Context: an optimization exercise on an open-source flow, tuned for small area, a short achievable clock period and few clock cycles per item. The choices shown serve that exercise and are no tape-out recipe. Only simulation tests tie the RTL to the original design; equivalence was not proved.

Setup of run 1:
==> flow/design.v <==
module nn_frame_classifier #(
    parameter  int ROW_BITS    = 7,
    parameter  int NUM_ROWS    = 28,
    parameter  int NUM_CLASSES = 10,
    parameter  int CLASS_W     = 4,
    parameter  int FCNT_W      = 8,
    localparam int IMG_BITS    = ROW_BITS * NUM_ROWS,
    localparam int SCORE_W     = $clog2(IMG_BITS + 1)
) (
    input  logic                            clk,
    input  logic                            rst,
    input  logic [ROW_BITS-1:0]             row_in,
    input  logic                            row_valid,
    output logic                            row_ready,
    input  logic                            frame_abort,
    input  logic [NUM_CLASSES*IMG_BITS-1:0] templates,
    output logic                            result_valid,
    input  logic                            result_ack,
    output logic [CLASS_W-1:0]              class_out,
    output logic [SCORE_W-1:0]              class_score,
    output logic                            busy,
    output logic [FCNT_W-1:0]               frame_count
);
    localparam int RC_W = (NUM_ROWS > 1) ? $clog2(NUM_ROWS) : 1;
    localparam logic [RC_W-1:0] LAST_ROW = RC_W'(NUM_ROWS - 1);
    localparam int POP_W = $clog2(ROW_BITS + 1);
    logic                loading;    
    logic                fin;        
    logic                hold;       
    logic [RC_W-1:0]     row_cnt;
    logic                pv;         
    logic                pfirst;     
    logic [POP_W-1:0]    pop [NUM_CLASSES];
    logic [SCORE_W-1:0]  acc [NUM_CLASSES];
    logic                row_accept;
    assign row_ready    = loading && !rst;
    assign result_valid = hold;
    assign busy         = fin;
    assign row_accept = loading && row_valid && !frame_abort && !rst;
    logic [NUM_ROWS-1:0] row_oh;
    always_comb begin
        for (int r = 0; r < NUM_ROWS; r++) row_oh[r] = (row_cnt == RC_W'(r));
    end
    logic [NUM_ROWS-1:0] tcol [NUM_CLASSES][ROW_BITS];
    always_comb begin
        for (int c = 0; c < NUM_CLASSES; c++) begin
            for (int i = 0; i < ROW_BITS; i++) begin
                for (int r = 0; r < NUM_ROWS; r++) begin
                    tcol[c][i][r] = templates[c*IMG_BITS + r*ROW_BITS + i];
                end
            end
        end
    end
    function automatic logic [2:0] count7(input logic [6:0] m);
        logic s1, c1, s2, c2, s3, c3;
        s1 = m[0] ^ m[1] ^ m[2];
        c1 = (m[0] & m[1]) | (m[0] & m[2]) | (m[1] & m[2]);
        s2 = m[3] ^ m[4] ^ m[5];
        c2 = (m[3] & m[4]) | (m[3] & m[5]) | (m[4] & m[5]);
        s3 = s1 ^ s2 ^ m[6];
        c3 = (s1 & s2) | (s1 & m[6]) | (s2 & m[6]);
        count7 = {(c1 & c2) | (c1 & c3) | (c2 & c3), c1 ^ c2 ^ c3, s3};
    endfunction
    logic [ROW_BITS-1:0] tpl_row [NUM_CLASSES];
    logic [ROW_BITS-1:0] match   [NUM_CLASSES];
    logic [POP_W-1:0]    pop_d   [NUM_CLASSES];
    always_comb begin
        for (int c = 0; c < NUM_CLASSES; c++) begin
            for (int i = 0; i < ROW_BITS; i++) begin
                tpl_row[c][i] = |(tcol[c][i] & row_oh);
            end
            match[c] = ~(row_in ^ tpl_row[c]);
            pop_d[c] = count7(match[c]);
        end
    end
    logic [SCORE_W-1:0] score [NUM_CLASSES];
    always_comb begin
        for (int c = 0; c < NUM_CLASSES; c++) begin
            score[c] = (pfirst ? SCORE_W'(0) : acc[c]) + SCORE_W'(pv ? pop[c] : '0);
        end
    end
    always_ff @(posedge clk) begin
        for (int c = 0; c < NUM_CLASSES; c++) begin
            pop[c] <= pop_d[c];
        end
        for (int c = 0; c < NUM_CLASSES; c++) begin
            acc[c] <= score[c];
        end
    end
    always_ff @(posedge clk) begin
        if (rst) begin
            pv     <= 1'b0;
            pfirst <= 1'b0;
        end else begin
            pv     <= row_accept;
            pfirst <= row_accept && (row_cnt == '0);
        end
    end
    always_ff @(posedge clk) begin
        if (rst) begin
            loading     <= 1'b1;
            fin         <= 1'b0;
            hold        <= 1'b0;
            row_cnt     <= '0;
            frame_count <= '0;
        end else if (frame_abort) begin
            loading <= 1'b1;
            fin     <= 1'b0;
            hold    <= 1'b0;
            row_cnt <= '0;
        end else if (loading) begin
            if (row_valid) begin
                if (row_cnt == LAST_ROW) begin
                    row_cnt <= '0;
                    loading <= 1'b0;
                    fin     <= 1'b1;
                end else begin
                    row_cnt <= row_cnt + RC_W'(1);
                end
            end
        end else if (fin) begin
            fin  <= 1'b0;
            hold <= 1'b1;
        end else if (hold && result_ack) begin
            hold        <= 1'b0;
            loading     <= 1'b1;
            frame_count <= frame_count + FCNT_W'(1);
        end
    end
    function automatic logic ge_f(input logic [SCORE_W-1:0] a, input logic [SCORE_W-1:0] b);
        logic r;
        r = 1'b1;
        for (int k = 0; k < SCORE_W; k++) begin
            r = (a[k] & ~b[k]) | (a[k] & r) | (~b[k] & r);
        end
        ge_f = r;
    endfunction
    localparam int NUM_GRP = (NUM_CLASSES + 1) / 2;
    logic [SCORE_W-1:0]     g_score [NUM_GRP];
    logic [CLASS_W-1:0]     g_cls   [NUM_GRP];
    logic                   ge [NUM_GRP][NUM_GRP];
    logic [NUM_GRP-1:0]     win;
    logic [CLASS_W-1:0]     win_cls;
    logic [SCORE_W-1:0]     win_score;
    always_comb begin
        for (int g = 0; g < NUM_GRP; g++) begin
            if (2*g + 1 < NUM_CLASSES && !ge_f(score[2*g], score[2*g+1])) begin
                g_score[g] = score[2*g+1];
                g_cls[g]   = CLASS_W'(2*g + 1);
            end else begin
                g_score[g] = score[2*g];
                g_cls[g]   = CLASS_W'(2*g);
            end
        end
        for (int a = 0; a < NUM_GRP; a++) begin
            for (int b = 0; b < NUM_GRP; b++) begin
                ge[a][b] = ge_f(g_score[a], g_score[b]);
            end
        end
        for (int c = 0; c < NUM_GRP; c++) begin
            win[c] = 1'b1;
            for (int j = 0; j < NUM_GRP; j++) begin
                if (j < c) win[c] = win[c] & !ge[j][c];
                if (j > c) win[c] = win[c] & ge[c][j];
            end
        end
        win_cls   = '0;
        win_score = '0;
        for (int c = 0; c < NUM_GRP; c++) begin
            win_cls   = win_cls   | (win[c] ? g_cls[c]   : '0);
            win_score = win_score | (win[c] ? g_score[c] : '0);
        end
    end
    always_ff @(posedge clk) begin
        if (fin) begin
            class_out   <= win_cls;
            class_score <= win_score;
        end
    end
endmodule
export LEC_CHECK = 0
export CAP_MARGIN = 5
export CORE_AREA = 10 10 590 590
export CTS_CLUSTER_SIZE = 50
export DIE_AREA = 0 0 600 600
export SLEW_MARGIN = 5
create_clock -name core_clock -period 14.0 [get_ports {clk}]
standard.sh (not shown) runs the stock make flow with config.mk's settings and CLKGATE_MAP_FILE= SYNTH_SCRIPT=/design/flow/synth_recipe.tcl, a recipe that flattens the netlist after the stock synthesis.
==> flow/flow/run.sh <==
#!/bin/bash
# Standard layout with these changes to how it is made (the clock and
# constraints are unchanged):
#  - the smallest buffer on every port;
#  - on a smaller die, each class's template pins kept
#    together and ordered by row-select mux (flow/group_pins.tcl);
#  - timing repair aimed at a setup slack well above what the 14 ns clock
#    needs, so that the achieved period shrinks.
set -e
export BUFFER_PORTS_ARGS="-buffer_cell sky130_fd_sc_hd__buf_1"
export PRE_IO_PLACEMENT_TCL="$(pwd)/flow/group_pins.tcl"
bash standard.sh SETUP_SLACK_MARGIN=8.0 finish > standard.log 2>&1
==> flow/flow/group_pins.tcl <==
# Keep each class's template pins together on the die edge, ordered so that
# the 28 rows of one template bit (one row-select mux) sit side by side.
for {set c 0} {$c < 10} {incr c} {
  set names {}
  for {set i 0} {$i < 7} {incr i} {
    for {set r 0} {$r < 28} {incr r} {
      lappend names "templates\[[expr {$c*196 + $r*7 + $i}]\]"
    }
  }
  set_io_pin_constraint -pin_names $names -group -order
}
Run 1 did not stop at any stage, and its layout met the timing, design-rule and antenna checks.
Testbench counts of run 1, summed over its fixed seeds: cycles 9,600, items 320.
What run 2 does differently from run 1 at the input level:
- SLEW_MARGIN: 5 -> 10
- CAP_MARGIN: 5 -> 10
- CTS_CLUSTER_SIZE: 50 -> 30
==> comparison <==
- Run 2 went all the way through the flow, and no timing, DRC or antenna check failed.
- Global-route wire length before repair came out exactly the same in run 1 and run 2.
- Number of synthesized register bits came out exactly the same in run 1 and run 2.
- Comparing run 2 against run 1, there is no change at all in synthesized netlist net count.
- Changes observed in run 2 relative to run 1: maximum frequency comparable; adder-cell share of the synthesized area comparable; number of buffers created by CTS comparable.
Input changes introduced in run 3 (baseline for comparison: run 2):
- changing CAP_MARGIN from 10 to 20
- removing CTS_CLUSTER_SIZE (formerly 30)
- changing SLEW_MARGIN from 10 to 20
==> results.txt <==
The run showing the greater post-cts sizing count is run 2.
The growth of design area from synthesis to finish of run 3 exceeds that of run 2 by 0.61 points.
Final non-filler cell area up 130 µm² in run 3 wrt run 2
Aggregate routed wire length: run 3 vs run 2, no meaningful difference

## separate check: timing with driven ports
Ports are ideal in the flow. The routed layouts listed here were re-timed in OpenROAD.
Step 1, drivers: a clkbuf_16 drives clk and a buf_2 each remaining input, both assumed.
Step 2 times the ports against the registers' clock, not the clock port: input delays grow and output delays shrink by t, the midpoint of the rising clock arrivals with the driver on.
Slacks: ideal ports / drivers / drivers and shift; pairs: ideal ports / drivers.
run | shift t [ns] | setup WS [ns] | worst data-port slew with drivers (ns)
run 1 | 0.615 | 7.997 / 7.825 / 7.825 | 0.30
run 2 | 0.615 | 7.997 / 7.825 / 7.825 | 0.30
run 3 | 0.621 | 7.992 / 7.788 / 7.788 | 0.31
After both steps setup and hold are still met in every run listed. The setup slack of run 3, which loses most, moves by -0.204 ns with the drivers and by -0.204 ns with both steps.
